This design comes from an exercise in tuning for small area and a short achievable clock period on the open sky130 flow, not from production work.
Only simulation tests tie the RTL to the original design; equivalence was not proved.
Power figures rest on the tool's default switching activity, not on a simulated workload.

<file path="flow/design.v">
`default_nettype none
package fpAddPkg;
    parameter int FpWidth = 32;
    parameter int ExpWidth = 8;
    parameter int ManWidth = 23;
    parameter int SigWidth = ManWidth + 1;
    parameter int LzcWidth = 5;
    typedef logic [FpWidth-1:0] fpWordT;
    typedef logic [ExpWidth-1:0] expT;
    typedef logic [ManWidth-1:0] manT;
    typedef logic [SigWidth-1:0] sigT;
    typedef logic [LzcWidth-1:0] lzcT;
    parameter fpWordT FpOne = 32'h3f80_0000;
    parameter fpWordT FpMinusOne = 32'hbf80_0000;
    parameter int PipeDepth = 6;
endpackage
`default_nettype wire
`timescale 1ns/1ps
`default_nettype none
module prefixOr #(
    parameter int W = 8
) (
    input  logic [W-1:0] x_i,
    output logic [W-1:0] y_o
);
    localparam int L = (W <= 2) ? 1 : (W <= 4) ? 2 : (W <= 8) ? 3 :
                       (W <= 16) ? 4 : (W <= 32) ? 5 : 6;
    logic [L:0][W-1:0] p;
    assign p[0] = x_i;
    for (genvar l = 0; l < L; l++) begin : gLvl
        for (genvar i = 0; i < W; i++) begin : gBit
            if ((i >> l) & 1) begin : gOp
                assign p[l+1][i] = p[l][i] | p[l][((i >> l) << l) - 1];
            end else begin : gPass
                assign p[l+1][i] = p[l][i];
            end
        end
    end
    assign y_o = p[L];
endmodule
module prefixAnd #(
    parameter int W = 8
) (
    input  logic [W-1:0] x_i,
    output logic [W-1:0] y_o
);
    logic [W-1:0] yn;
    prefixOr #(.W(W)) i_prefixOr (.x_i(~x_i), .y_o(yn));
    assign y_o = ~yn;
endmodule
`default_nettype wire
`default_nettype none
module lzc32 (
    input  logic [31:0] x_i,
    output logic [4:0]  count_o
);
    logic [15:0]      z1;
    logic [15:0][0:0] c1;
    logic [7:0]       z2;
    logic [7:0][1:0]  c2;
    logic [3:0]       z3;
    logic [3:0][2:0]  c3;
    logic [1:0]       z4;
    logic [1:0][3:0]  c4;
    for (genvar g = 0; g < 16; g++) begin : gL1
        assign z1[g] = ~x_i[2*g+1] & ~x_i[2*g];
        assign c1[g] = ~x_i[2*g+1];
    end
    for (genvar g = 0; g < 8; g++) begin : gL2
        assign z2[g] = z1[2*g+1] & z1[2*g];
        assign c2[g] = z1[2*g+1] ? {1'b1, c1[2*g]} : {1'b0, c1[2*g+1]};
    end
    for (genvar g = 0; g < 4; g++) begin : gL3
        assign z3[g] = z2[2*g+1] & z2[2*g];
        assign c3[g] = z2[2*g+1] ? {1'b1, c2[2*g]} : {1'b0, c2[2*g+1]};
    end
    for (genvar g = 0; g < 2; g++) begin : gL4
        assign z4[g] = z3[2*g+1] & z3[2*g];
        assign c4[g] = z3[2*g+1] ? {1'b1, c3[2*g]} : {1'b0, c3[2*g+1]};
    end
    assign count_o = z4[1] ? {1'b1, c4[0]} : {1'b0, c4[1]};
endmodule
`default_nettype wire
`timescale 1ns/1ps
`default_nettype none
module fpAddConstTop #(
    parameter int NumLanes = 2,
    parameter logic [NumLanes*32-1:0] LaneConsts = {32'hbf80_0000, 32'h3f80_0000}
) (
    input  logic                   clk_i,
    input  logic                   rstn_i,
    input  logic                   valid_i,
    input  logic [31:0]            a_i,
    output logic [NumLanes-1:0][31:0] result_o,
    output logic                   done_o
);
    logic vld1, vld2, seen1;
    always_ff @(posedge clk_i or negedge rstn_i) begin
        if (!rstn_i) begin
            vld1 <= 1'b0;
            vld2 <= 1'b0;
            done_o <= 1'b0;
            seen1 <= 1'b0;
        end else begin
            vld1 <= valid_i;
            vld2 <= vld1;
            done_o <= vld2;
            if (valid_i) seen1 <= 1'b1;
        end
    end
    logic [7:0] eIn;
    assign eIn = a_i[30:23];
    logic        eHIn, e127In, eTinyIn, eNIn;
    assign eHIn = eIn[7];
    assign e127In = (eIn == 8'd127);
    assign eTinyIn = ~eIn[7] & ~(eIn[6] & eIn[5] & (eIn[4] | eIn[3]));
    assign eNIn = ~eIn[7] & (eIn[6:1] == 6'b111111);
    logic hiInIn;
    assign hiInIn = eIn[7] & (eIn[6:0] <= 7'd22);
    logic        s, eH, e127, eTiny, eN;
    logic [7:0]  e;
    logic [22:0] m, hiMask;
    logic        hiIn;
    always_ff @(posedge clk_i) begin
        if (valid_i) begin
            s <= a_i[31];
            e <= eIn;
            m <= a_i[22:0];
            eH <= eHIn;
            e127 <= e127In;
            eTiny <= eTinyIn;
            eN <= eNIn;
            hiIn <= hiInIn;
        end
    end
    always_comb begin
        for (int i = 0; i < 23; i++) begin
            hiMask[i] = hiIn & (e[4:0] >= 5'(22 - i));
        end
    end
    logic [22:0] cyRun, bwRun;
    prefixAnd #(.W(23)) i_cyRun (.x_i(m | ~hiMask), .y_o(cyRun));
    prefixAnd #(.W(23)) i_bwRun (.x_i(~m | ~hiMask), .y_o(bwRun));
    logic        cyOut, bwOut;
    logic [22:0] inc, dec;
    assign cyOut = hiMask[22] & cyRun[22];
    assign bwOut = hiMask[22] & bwRun[22];
    assign inc = m ^ (hiMask & {cyRun[21:0], 1'b1});
    assign dec = m ^ (hiMask & {bwRun[21:0], 1'b1});
    logic [22:0] x23;
    assign x23 = eTiny ? 23'd0 : 23'({1'b1, m} >> (~e[4:0]));
    logic [21:0] yRun;
    logic [22:0] w;
    prefixOr #(.W(22)) i_yRun (.x_i(m[22:1]), .y_o(yRun));
    assign w = e127 ? m : {~yRun[21], m[22:1] ^ {yRun[20:0], 1'b0}};
    logic [4:0] wLz;
    lzc32 i_lzc32 (.x_i({1'b0, w, 8'hff}), .count_o(wLz));
    logic zero, big;
    assign zero = e127 & ~(|m);
    assign big = eH | (e127 & ~zero);
    logic        cyQ, hQ;
    logic [7:0]  eQ;
    logic [22:0] addQ, subQ;
    logic [4:0]  shQ;
    logic        sQ, seenQ, zeroQ, bigQ, normQ, lowQ, tinyQ;
    always_ff @(posedge clk_i) begin
        hQ <= eH;
        cyQ <= cyOut | e127;
        eQ <= (eH | e127) ? e : 8'd127;
        addQ <= (eH | e127) ? inc : x23;
        subQ <= eH ? dec : w;
        shQ <= eH ? {4'd0, bwOut} : wLz;
        sQ <= s;
        seenQ <= seen1;
        zeroQ <= zero;
        bigQ <= big;
        normQ <= eH | eN;
        lowQ <= ~eH & ~eN & ~eTiny;
        tinyQ <= eTiny;
    end
    logic [7:0] eRun1, ePlus;
    prefixAnd #(.W(8)) i_eRun1 (.x_i(eQ), .y_o(eRun1));
    assign ePlus = eQ ^ {eRun1[6:0], 1'b1};
    logic [30:0] addW;
    assign addW = cyQ ? {ePlus, 1'b0, addQ[22:1]} : {eQ, addQ};
    logic [22:0] subNorm;
    assign subNorm = subQ << shQ;
    logic [7:0] eRun0, eMinus;
    prefixAnd #(.W(8)) i_eRun0 (.x_i(~eQ), .y_o(eRun0));
    assign eMinus = eQ ^ {eRun0[6:0], 1'b1};
    logic [30:0] normW;
    assign normW = {hQ ? (shQ[0] ? eMinus : eQ) : {3'b011, ~shQ}, subNorm};
    logic [21:0] xRun;
    logic [30:0] lowW;
    prefixOr #(.W(22)) i_xRun (.x_i(addQ[21:0]), .y_o(xRun));
    assign lowW = {8'd126, addQ[21:0] ^ {xRun[20:0], 1'b0}, 1'b0};
    logic [1:0] selAddQ, laneSub, selNormQ, selLowQ, selTinyQ, signQ;
    assign selAddQ = {seenQ & sQ, seenQ & ~sQ};
    assign laneSub = {seenQ & ~sQ & ~zeroQ, seenQ & sQ & ~zeroQ};
    assign selNormQ = laneSub & {2{normQ}};
    assign selLowQ = laneSub & {2{lowQ}};
    assign selTinyQ = laneSub & {2{tinyQ}};
    assign signQ = {selAddQ[1] | (laneSub[1] & ~bigQ), laneSub[0] & bigQ};
    logic [63:0] resD;
    for (genvar g = 0; g < 2; g++) begin : gLane
        assign resD[32*g+31] = signQ[g];
        assign resD[32*g +: 31] = ({31{selAddQ[g]}} & addW)
                                | ({31{selNormQ[g]}} & normW)
                                | ({31{selLowQ[g]}} & lowW)
                                | ({31{selTinyQ[g]}} & {8'd127, 23'd0});
    end
    always_ff @(posedge clk_i or negedge rstn_i) begin
        if (!rstn_i) begin
            result_o <= '0;
        end else begin
            result_o <= resD;
        end
    end
endmodule
`default_nettype wire
</file>
<file path="flow/flow/run.sh">
#!/bin/bash
# The standard layout, with plain buffers (sky130_fd_sc_hd__buf_1) on the
# ports instead of ORFS's default port buffer cell. Every input and output
# port still gets its own buffer.
set -euo pipefail
export BUFFER_PORTS_ARGS="-buffer_cell sky130_fd_sc_hd__buf_1"
bash standard.sh finish > standard_flow.log 2>&1
</file>
<file path="flow/standard.sh">
#!/bin/bash
# synth_recipe.tcl (not shown) runs the flow's synth.tcl, then flattens the netlist and writes it again
# the make line also repeats each setting of config.mk as NAME=value (left out here)
make -C /OpenROAD-flow-scripts/flow DESIGN_CONFIG=/design/flow/config.mk WORK_HOME=/design/flow/orfs CLKGATE_MAP_FILE= SYNTH_SCRIPT=/design/flow/synth_recipe.tcl "${@:-finish}"
</file>
<file path="flow/config.mk">
export PLATFORM = sky130hd
export DESIGN_NAME = fpAddConstTop
export DESIGN_NICKNAME = fpAddConstTop
export VERILOG_FILES = /design/flow/design.v
export SDC_FILE = /design/flow/constraint.sdc
export NUM_CORES = 4
export LEC_CHECK = 0
export ABC_AREA = 1
export CAP_MARGIN = 20
export CORE_MARGIN = 2
export CORE_UTILIZATION = 65
export SETUP_SLACK_MARGIN = 2.5
export SLEW_MARGIN = 20
</file>
<file path="flow/constraint.sdc">
create_clock -name core_clock -period 5.0 [get_ports {clk_i}]
set_input_delay 1.0000 -clock core_clock [delete_from_list [all_inputs] [get_ports {clk_i}]]
set_output_delay 1.0000 -clock core_clock [all_outputs]
set_load 0.01 [all_outputs]
</file>
==> flow_metrics.env, run 1 <==
export IMPL_die_h_um=136.9
export IMPL_crit_arrival_ns=3.04
export IMPL_slew_headroom_pct=32.18
export IMPL_fp_coreArea_um2=17300
export IMPL_num_vias=12884
export IMPL_wl_um=40620
export IMPL_drt_pass1_iter_count=10
export IMPL_slew_violations=0
export IMPL_reg2reg_to="shQ[1]$_SDFF_PP0_"
export IMPL_hold_depth=0
export IMPL_antenna_found_initial=2
export IMPL_dp_cells=1954
export IMPL_rsz0062_at_grt="yes"
export IMPL_ys_async_sr_fraction_pct=39.53
export IMPL_synth_warnings=1
export IMPL_grtUsageTotal_pct=42.43
export IMPL_path_clk_slew_ns=0.07
export IMPL_mappedNetlistNets=1747
export IMPL_pwr_share_seq_pct=38.5
export IMPL_status="no timing/DRC/antenna violations"
export IMPL_synth_area_leader_cell="nand2_1"
export IMPL_start_util_pct=66.41
export IMPL_nets=1863
export IMPL_setup_viol=0
export IMPL_fmax_mhz=376.0
export IMPL_synth_area_um2=11490
export IMPL_p_leak_nw=6.121
export IMPL_die_x_um=136.9
export IMPL_grt_pass1_wl_um=60350
export IMPL_clock_path_buffers=2
export IMPL_grt_max_degree=69
export IMPL_cts_htree_levels=4
export IMPL_cts_hold_buf=0
export IMPL_synth_area_leaders="nand2_1 (20%), dfrtp_1 (15%), dfxtp_1 (12%), edfxtp_1 (9.4%), o21ai_0 (6.6%)"
export IMPL_dieArea_um2=18750
export IMPL_port_buffers=99
export IMPL_grt_pass1_vias=11123
export IMPL_min_delay_start="vld2$_DFF_PN0_"
export IMPL_synth_flop_cell="dfxtp_1"
export IMPL_ioPinCount=100
export IMPL_yosysSeqAreaShare_pct=36.07
export IMPL_fin_crit_sh_pct=53.19
export IMPL_period_needed_ns=2.659
export IMPL_drc=0
export IMPL_post_route_cell_area_um2=13230
export IMPL_clk_latency_ns=0.45
export IMPL_r2r_slack_ns=2.34
export IMPL_dpl_cell_area_um2=11890
export IMPL_gp_congestion=1.066
export IMPL_combPwrFrac_pct=32.7
export IMPL_antenna_left=0
export IMPL_min_to="done_o$_DFF_PN0_"
export IMPL_p_int_w=0.002757
export IMPL_swShare_pct=40.10
export IMPL_power_density_nw_per_um2=347.9
export IMPL_via_per_inst=6.288
export IMPL_drt_iter0_markers=2103
export IMPL_syn_area_per_cell_um2=6.781
export IMPL_final_cells=2049
export IMPL_place_ws_ns=1.865
export IMPL_ys_ff_latch=172
export IMPL_worst_slack_ns=2.341
export IMPL_synth_cell_types=59
export IMPL_gr_total_overflow=0
export IMPL_clock_sinks=172
export IMPL_wire_per_inst_um=19.83
export IMPL_drive_above_1_share_pct=13.33
export IMPL_final_hold_viol_count=0
export IMPL_synth_top_area_share_pct=19.74
export IMPL_fin_skew_ns=0.01649
export IMPL_reg2reg_from="m[6]$_DFFE_PP_"
export IMPL_worst_r2r_path_depth=15
export IMPL_synth_edff_count=36
export IMPL_switchingPower_w=0.001845
export IMPL_root_buffer="clkbuf_16"
export IMPL_core_rowCount=48
export IMPL_drv_cap=0
export IMPL_synth_cells=1694
export IMPL_final_common_cell="nand2_1"
export IMPL_tightest_slew_ns=1.016
export IMPL_synthToLayoutAreaGrowth_pct=15.15
export IMPL_worstPathMaxFanout=6
export IMPL_dp_hpwl_um=28650
export IMPL_cts_tree="yes"
export IMPL_crit_type="reg2reg"
export IMPL_fin_setup_tns_ns=0
export IMPL_end_kind="register"
export IMPL_ir_drop_mv=0.2516
export IMPL_layout_common_cells="nand2_1 (594), o21ai_0 (143), nand3_1 (140)"
export IMPL_cts_made_buffers=17
export IMPL_hold_class="reg2reg"
export IMPL_critPathLaunchType="register"
export IMPL_worstPathRequired_ns=5.38
export IMPL_clockPowerShare_pct=28.7
==> sequential cells by signal (all words and copies together), names as in the netlist, 5 cells and up <==
signal / cells
subQ: 23
m: 23
eQ: 8
result_o: 64
shQ: 5
e: 7
addQ: 23
==> routing by layer <==
| layer | up-vias | GRT usage [%] | routed length (um) |
|---|---|---|---|
| li1 | 5801 | - | - |
| met1 | 5682 | 52.38 | 14570 |
| met2 | 1095 | 66.78 | 17600 |
| met3 | 304 | 11.22 | 5191 |
| met4 | 2 | 24.68 | 3254 |
| met5 | - | 0 | 13 |
==> worst max-delay path, cell delays in order (launching register included) <==
cell,delay [ns]
edfxtp_1,0.48
nor2_4,0.20
buf_4,0.15
nand2_2,0.08
nor2_4,0.23
buf_4,0.16
nand2_1,0.04
nand2_1,0.06
nand2_1,0.06
a21boi_2,0.22
nand2_1,0.12
a21boi_0,0.46
nand2_2,0.10
nand2_1,0.09
nand2_1,0.05
nand2_1,0.07
==> how the worst max path moves through the flow <==
stage / from / to / slack, ns / cells after the start
after floorplan: m[2]$_DFFE_PP_ / shQ[2]$_SDFF_PP0_ / 2.55 / 15
after global placement: e127$_DFFE_PP_ / addQ[19]$_DFF_P_ / 1.86 / 9
after detailed placement: e127$_DFFE_PP_ / addQ[19]$_DFF_P_ / 1.86 / 9
after CTS: m[2]$_DFFE_PP_ / shQ[1]$_SDFF_PP0_ / 2.47 / 17
after global routing: m[6]$_DFFE_PP_ / shQ[1]$_SDFF_PP0_ / 2.30 / 15
final: m[6]$_DFFE_PP_ / shQ[1]$_SDFF_PP0_ / 2.34 / 15
==> cell usage after synthesis (3+ instances only) <==
library cell,count
a31oi_1,10
buf_6,4
o21ai_2,7
nor2_8,3
clkbuf_1,47
o211ai_1,31
inv_1,140
nand2_2,9
dfxtp_1,68
o21ai_1,15
o22ai_1,13
o221ai_1,4
a22oi_1,5
nor4_1,6
xor2_1,23
nand4_1,20
nand2_1,604
nor3_1,12
or2_2,7
buf_2,17
o311ai_0,5
inv_2,19
dfrtp_1,68
ha_1,18
nor2_4,7
nor2_1,95
and2_1,3
nor2_2,18
o21ai_0,151
a21oi_1,23
a21oi_2,3
nor3b_1,4
xnor2_1,5
edfxtp_1,36
nand2_4,4
buf_4,4
mux2i_1,11
buf_1,5
nand3_1,142
o31ai_1,4
==> final cells by class <==
| class | instances | area [um2] |
|---|---|---|
| clock inverter | 15 | 150.1 |
| inverter | 160 | 618.1 |
| clock buffer | 17 | 425.4 |
| timing repair inverter | 2 | 12.51 |
| multi-input combinational | 1287 | 6639 |
| fill | 1287 | 4069 |
| antenna | 1 | 2.502 |
| sequential | 172 | 4148 |
| tap | 225 | 281.5 |
| timing repair buffer | 170 | 950.9 |
==> cells by family after synthesis <==
logic type                 Yosys count  synth area share [%]
muxes                               11                0.9585
xor gates and xnor gates            28                 2.135
and+or+nand+nor                    940                 35.55
AOI/OAI and AO/OA                  288                 15.00
DFF                                172                 36.07
buffers and inverters              237                 8.321
adders and majority gates           18                 1.961
==> what timing repair did <==
action,in CTS,in global routing
setup buffers,25,33
setup endpoints to repair,49,63
gates cloned,2,2
resized for setup,35,53
pin swaps,14,25
==> power by group through the flow <==
stage	Sequential, W	Clock, W	Combinational [W]
final	0.00177	0.00132	0.00151
after global routing	0.00179	0.00139	0.00164
after CTS	0.00177	0.00132	0.00138
after detailed placement	0.00181	0	0.00132
after global placement	0.00180	0	0.00130
after floorplan	0.00179	0	0.000887
==> metrics by stage <==
step                hold WS (ns)  util [%]  total power (W)
floorplan                 0.3233         -         0.002681
global placement          0.3237     68.71         0.003100
detailed placement        0.3508     68.71         0.003129
CTS                       0.3673     73.84         0.004466
global route              0.3691     76.46         0.004811
finish                    0.3515     76.48         0.004602
==> inputs of run 2 (changes only) <==
--- a/flow/config.mk
+++ b/flow/config.mk
@@ -10,3 +10,3 @@
 export CORE_MARGIN = 2
-export CORE_UTILIZATION = 65
+export CORE_UTILIZATION = 50
 export SETUP_SLACK_MARGIN = 2.5
==> run 2 against run 1 <==
Still clean on timing, DRC and antenna. Final cell count rose by 3.1%. Critical path depth fell by 5. Clock power barely moved. First-iteration DRC count fell by 38%. Die area rose by 29%. Highest routed layer is now met4.
==> flow_metrics.env, run 2 <==
export IMPL_fin_setup_tns_ns=0
export IMPL_cp_common_cell="nand2_4"
export IMPL_port_buffers=99
export IMPL_ys_async_sr_fraction_pct=39.53
export IMPL_nets=1868
export IMPL_syn_area_per_cell_um2=6.781
export IMPL_worstPathCellList="buf_8 -> nand2_4 -> a21oi_1 -> ha_1 -> inv_1 -> nand2_1 -> nor2_4 -> nand2_4 -> nor3_1 -> o22ai_1"
export IMPL_slowest_delay_ns=0.48
export IMPL_gr_total_overflow=0
export IMPL_clock_sinks=172
export IMPL_end_kind="register"
export IMPL_grt_pass1_wl_um=62470
export IMPL_grtUsageTotal_pct=33.94
export IMPL_cts_made_buffers=17
export IMPL_drive_above_1_share_pct=12.91
export IMPL_period_needed_ns=2.484
export IMPL_num_antenna_cells=0
export IMPL_cts_htree_levels=4
export IMPL_crit_slowest_cell="nor3_1"
export IMPL_grt_max_degree=49
export IMPL_rsz0062_at_grt="yes"
export IMPL_synth_cells=1694
export IMPL_top_register="result_o"
export IMPL_finalPower_w=0.004599
export IMPL_crit_type="reg2reg"
export IMPL_hold_class="reg2reg"
export IMPL_fp_coreArea_um2=22570
export IMPL_synthTopCellsByCount="nand2_1 (604), o21ai_0 (151), nand3_1 (142)"
export IMPL_num_vias=12119
export IMPL_crit_arrival_ns=2.77
export IMPL_dieArea_um2=24200
export IMPL_wire_per_inst_um=19.63
export IMPL_drv_cap=0
export IMPL_layout_common_cells="nand2_1 (599), nand3_1 (142), o21ai_0 (139)"
export IMPL_root_buffer="clkbuf_16"
export IMPL_slew_violations=0
export IMPL_yosysMostFrequentCell="nand2_1"
export IMPL_ioPinCount=100
export IMPL_core_rowCount=55
export IMPL_synthToLayoutAreaGrowth_pct=16.04
export IMPL_synth_flop_cell="dfxtp_1"
export IMPL_dp_hpwl_um=31220
export IMPL_start_util_pct=50.89
export IMPL_antenna_found_initial=0
export IMPL_synth_area_um2=11490
export IMPL_final_common_cell="nand2_1"
export IMPL_die_h_um=155.6
export IMPL_die_x_um=155.6
export IMPL_critPathLaunchType="register"
export IMPL_fin_crit_sh_pct=49.68
export IMPL_timing_hold_ws_ns=0.3574
export IMPL_ir_drop_mv=0.1950
export IMPL_drt_iter0_markers=1298
export IMPL_drt_pass1_iter_count=8
export IMPL_wl_um=41480
export IMPL_worstPathMaxFanout=26
export IMPL_drc=0
export IMPL_setup_viol=0
export IMPL_slew_headroom_pct=35.51
export IMPL_p_leak_nw=6.155
export IMPL_synth_edff_count=36
export IMPL_synth_area_leaders="nand2_1 (20%), dfrtp_1 (15%), dfxtp_1 (12%), edfxtp_1 (9.4%), o21ai_0 (6.6%)"
export IMPL_r2r_slack_ns=2.52
export IMPL_synth_top_area_share_pct=19.74
export IMPL_fin_skew_ns=0.02182
export IMPL_antenna_left=0
export IMPL_via_per_inst=5.735
export IMPL_path_clk_slew_ns=0.08
export IMPL_status="no timing/DRC/antenna violations"
export IMPL_cts_tree="yes"
export IMPL_clk_latency_ns=0.45
export IMPL_clock_path_buffers=2
export IMPL_gp_congestion=1.070
export IMPL_fmax_mhz=402.5
export IMPL_final_hold_viol_count=0
export IMPL_synth_cell_types=59
export IMPL_largest_reg_flops=64
export IMPL_mappedNetlistNets=1747
export IMPL_synth_warnings=1
export IMPL_dpl_cell_area_um2=11990
export IMPL_synth_area_leader_cell="nand2_1"
export IMPL_power_density_nw_per_um2=345.0
export IMPL_tightest_slew_ns=0.9663
export IMPL_post_route_cell_area_um2=13330
export IMPL_cts_hold_buf=0
export IMPL_final_core_util_pct=59.06
export IMPL_grt_pass1_vias=10949
export IMPL_worstPathRequired_ns=5.28
export IMPL_yosysSeqAreaShare_pct=36.07
export IMPL_ys_ff_latch=172
-- run 2: stage by stage --
step / std cells / setup WS [ns]
after detailed placement: 2018 / 2.035
after global routing: 2113 / 2.379
after global placement: 2018 / 1.976
final: 2113 / 2.516
after CTS: 2076 / 2.486
after floorplan: 1694 / 2.552
-- run 2: worst paths after layout --
check	cells past startpoint	from	end
setup / recovery	10	e[1]$_DFFE_PP_	addQ[14]$_DFF_P_
hold / removal	0	vld2$_DFF_PN0_	done_o$_DFF_PN0_
hold reg to reg	0	vld2$_DFF_PN0_	done_o$_DFF_PN0_
min in group asynchronous	1	rstn_i	result_o[24]$_DFF_PN0_
setup reg to reg	10	e[1]$_DFFE_PP_	addQ[14]$_DFF_P_
max in group asynchronous	2	rstn_i	result_o[22]$_DFF_PN0_
-- run 2: logic make-up after synthesis --
family	Yosys count	share of synthesized area, %
simple gates	940	35.55
compound gates	288	15.00
buf+inv	237	8.321
flops	172	36.07
xor+xnor	28	2.135
fa+ha+maj	18	1.961
mux	11	0.9585
-- run 2: cell type report --
cell class | count | area [um2]
Fill cell | 2167 | 9241
Multi-Input combinational cell | 1287 | 6615
Sequential cell | 172 | 4144
Timing Repair Buffer | 175 | 996.0
Inverter | 160 | 624.3
Clock buffer | 18 | 439.2
Tap cell | 285 | 356.6
Clock inverter | 14 | 142.6
Timing Repair inverter | 2 | 12.51
-- run 2: timing repair --
| item | 4_1_cts | 5_1_grt |
|---|---|---|
| gates resized for setup | 32 | 50 |
| buffers inserted | 24 | 35 |
| gates cloned | 2 | 2 |
| setup endpoints to repair | 43 | 57 |
| pin swaps | 14 | 15 |
-- run 2: critical path, delay by kind of cell, from the launching register on --
kind | cells | cell delay, ns
compound gates | 2 | 0.28
fa+ha+maj | 1 | 0.20
buf+inv | 2 | 0.27
flops | 1 | 0.43
simple gates | 5 | 1.12
-- run 2: metal layers --
metal / part of all wire [%] / wire (um) / vias to the layer above / track usage, %
met5: 0 / 0 / - / 0
met4: 5.5 / 2299 / 0 / 16.56
met3: 9.3 / 3850 / 135 / 6.861
met2: 45 / 18650 / 694 / 54.42
met1: 40 / 16670 / 5483 / 43.86
li1: - / - / 5807 / -
-- run 2: power by group --
group          internal, W  switching [W]  leakage (nW)
logic             0.000470        0.00106          4.13
clock network     0.000680       0.000638         0.282
registers          0.00163       0.000126          1.74
==> inputs of run 3 (changes only) <==
--- a/flow/config.mk
+++ b/flow/config.mk
@@ -10,4 +10,4 @@
 export CORE_MARGIN = 2
-export CORE_UTILIZATION = 50
-export SETUP_SLACK_MARGIN = 2.5
+export CORE_UTILIZATION = 55
+export SETUP_SLACK_MARGIN = 2.6
 export SLEW_MARGIN = 20
==> run 3 against run 2 <==
Critical path depth stayed put. Total power rose by 0.22%. Sequential share of layout area is 0.55 points lower. Core utilization increased by 7.6 points. Setup slack lost 0.025 ns. Routed wire length is 3.7% lower. Clock power about the same. Largest cell class unchanged. Critical path type unchanged. Non-clock buffer count rose by 19.
==> flow_metrics.env, run 3 <==
export IMPL_status="no timing/DRC/antenna violations"
export IMPL_synth_area_leader_cell="nand2_1"
export IMPL_period_needed_ns=2.509
export IMPL_place_ws_ns=2.178
export IMPL_synth_flop_cell="dfxtp_1"
export IMPL_crit_arrival_ns=2.84
export IMPL_ys_ff_latch=172
export IMPL_synth_area_um2=11490
export IMPL_gp_congestion=1.030
export IMPL_post_route_cell_area_um2=13570
export IMPL_grt_pass1_wl_um=59460
export IMPL_root_buffer="clkbuf_16"
export IMPL_fin_setup_tns_ns=0
export IMPL_drv_cap=0
export IMPL_crit_start="e127$_DFFE_PP_"
export IMPL_port_buffers=99
export IMPL_grtUsageTotal_pct=35.25
export IMPL_setup_viol=0
export IMPL_drc=0
export IMPL_cts_htree_levels=4
export IMPL_wire_per_inst_um=18.87
export IMPL_mappedNetlistNets=1747
export IMPL_clock_path_buffers=2
export IMPL_cts_hold_buf=0
export IMPL_power_density_nw_per_um2=339.7
export IMPL_worstPathMaxFanout=35
export IMPL_fin_skew_ns=0.01607
export IMPL_synthToLayoutAreaGrowth_pct=18.12
export IMPL_r2r_slack_ns=2.49
export IMPL_synthTopCellsByCount="nand2_1 (604), o21ai_0 (151), nand3_1 (142)"
export IMPL_num_antenna_cells=0
export IMPL_final_hold_viol_count=0
export IMPL_ir_drop_mv=0.2641
export IMPL_critPathLaunchType="register"
export IMPL_slew_violations=0
export IMPL_antenna_left=0
export IMPL_rsz0062_at_grt="yes"
export IMPL_die_x_um=148.5
export IMPL_p_leak_nw=6.255
export IMPL_tightest_slew_ns=0.8856
export IMPL_clock_sinks=172
export IMPL_largest_reg_flops=64
export IMPL_ys_async_sr_fraction_pct=39.53
export IMPL_gr_total_overflow=0
export IMPL_synth_edff_count=36
export IMPL_yosysMostFrequentCell="nand2_1"
export IMPL_final_core_util_pct=66.63
export IMPL_synth_top_area_share_pct=19.74
export IMPL_synth_area_leaders="nand2_1 (20%), dfrtp_1 (15%), dfxtp_1 (12%), edfxtp_1 (9.4%), o21ai_0 (6.6%)"
export IMPL_cts_tree="yes"
export IMPL_layout_common_cells="nand2_1 (597), o21ai_0 (141), nand3_1 (140)"
export IMPL_dieArea_um2=22060
export IMPL_reg2reg_from="e127$_DFFE_PP_"
export IMPL_dpl_cell_area_um2=11960
export IMPL_fin_crit_sh_pct=50.18
export IMPL_fmax_mhz=398.6
export IMPL_crit_type="reg2reg"
export IMPL_nets=1887
export IMPL_drt_iter0_markers=1482
export IMPL_start_util_pct=56.41
export IMPL_crit_end="shQ[0]$_DFF_P_"
export IMPL_worstPathRequired_ns=5.33
export IMPL_final_common_cell="nand2_1"
export IMPL_reg2reg_to="shQ[0]$_DFF_P_"
export IMPL_synth_cell_types=59
export IMPL_fp_coreArea_um2=20360
export IMPL_wl_um=39950
export IMPL_clk_latency_ns=0.44
export IMPL_core_rowCount=52
export IMPL_via_per_inst=5.855
export IMPL_ioPinCount=100
export IMPL_dp_hpwl_um=29150
export IMPL_slew_headroom_pct=40.89
export IMPL_grt_pass1_vias=10671
export IMPL_syn_area_per_cell_um2=6.781
export IMPL_yosysSeqAreaShare_pct=36.07
export IMPL_top_register="result_o"
export IMPL_path_clk_slew_ns=0.07
export IMPL_worst_r2r_path_depth=10
export IMPL_antenna_found_initial=1
export IMPL_num_vias=12395
export IMPL_drive_above_1_share_pct=15.16
export IMPL_synth_warnings=1
export IMPL_drt_pass1_iter_count=7
export IMPL_finalPower_w=0.004609
export IMPL_synth_cells=1694
export IMPL_cts_made_buffers=17
export IMPL_hold_class="reg2reg"
export IMPL_die_h_um=148.5
export IMPL_worst_slack_ns=2.491
export IMPL_grt_max_degree=69
export IMPL_end_kind="register"
## run 3: power by group
part | leakage, nW | switching [W] | internal [W]
Combinational | 4.23 | 0.00107 | 0.000494
Sequential | 1.74 | 0.000128 | 0.00163
Clock | 0.280 | 0.000631 | 0.000663
Total | 6.25 | 0.00182 | 0.00279
## run 3: layout make-up
type	count	area (um2)
clock buffer	17	425.4
clock inverter	15	143.9
fill	1812	6795
inverter	160	629.4
multi-input combinational	1287	6730
sequential	172	4144
tap	270	337.8
timing repair buffer	194	1149
timing repair inverter	2	10.01
## run 3: how the worst min path moves through the flow
stage,from,end,slack [ns],cells past startpoint
after floorplan,s$_DFFE_PP_,sQ$_DFF_P_,0.32,0
after global placement,s$_DFFE_PP_,sQ$_DFF_P_,0.33,0
after detailed placement,s$_DFFE_PP_,sQ$_DFF_P_,0.33,0
after CTS,s$_DFFE_PP_,sQ$_DFF_P_,0.35,0
after global routing,vld2$_DFF_PN0_,done_o$_DFF_PN0_,0.36,0
final,s$_DFFE_PP_,sQ$_DFF_P_,0.34,0
## run 3: kinds of logic (layout without fill, tap and decap cells)
family          Yosys count  after routing  synth area share (%)
compound gates          288            288                 15.00
xor+xnor                 28             28                 2.135
fa+ha+maj                18             18                 1.961
buf+inv                 237            388                 8.321
flops                   172            172                 36.07
mux                      11             11                0.9585
simple gates            940            942                 35.55
## run 3: through the flow
| stage | hold slack, ns | cells |
|---|---|---|
| final | 0.3438 | 2117 |
| after global routing | 0.3600 | 2117 |
| after CTS | 0.3481 | 2074 |
| after detailed placement | 0.3288 | 2002 |
| after global placement | 0.3253 | 2002 |
| after floorplan | 0.3233 | 1694 |
## run 3: critical path: stages (launching register included)
cell      delay, ns
edfxtp_1       0.32
buf_4          0.35
inv_1          0.43
o21ai_0        0.39
nand2_1        0.12
nor3_1         0.25
nand3_1        0.18
nand3_1        0.11
nand3_1        0.07
nand3_1        0.09
nand2_1        0.06
## run 3: repair_timing
action / CTS / global route
buffers inserted: 39 / 39
resized for setup: 29 / 73
pin swaps: 17 / 29
endpoints found under the setup margin: 57 / 60
cloned: 1 / 4
## run 3: per-layer routing
| metal | GRT usage [%] | vias to the layer above | wire (um) |
|---|---|---|---|
| li1 | - | 5835 | - |
| met1 | 47.65 | 5560 | 16080 |
| met2 | 53.59 | 823 | 17200 |
| met3 | 6.380 | 177 | 3910 |
| met4 | 19.52 | 0 | 2764 |
| met5 | 0 | - | 0 |

what the ideal ports hide:
The results above use ideal ports. As a check the final layouts listed here were re-extracted and re-timed, cells and wires unchanged.
Step 1, drivers: a clkbuf_16 drives clk_i and a buf_2 each remaining input, both assumed.
Step 2 adds t to the input delays and takes it off the output delays; t is the mean of the earliest and latest rising clock arrival at the registers after step 1. Input paths then give back, and output paths get back, about the clock's delay inside the block.
Slacks: ideal / step 1 / step 2; pairs: ideal / step 1.
run | shift t [ns] | setup WS [ns] | hold slack, ns
run 1 | 0.496 | 2.341 / 2.341 / 2.341 | 0.351 / 0.351 / 0.351
run 2 | 0.485 | 2.516 / 2.516 / 2.516 | 0.357 / 0.357 / 0.357
run 3 | 0.480 | 2.491 / 2.491 / 2.491 | 0.344 / 0.344 / 0.344
After both steps setup and hold are still met in every run listed.
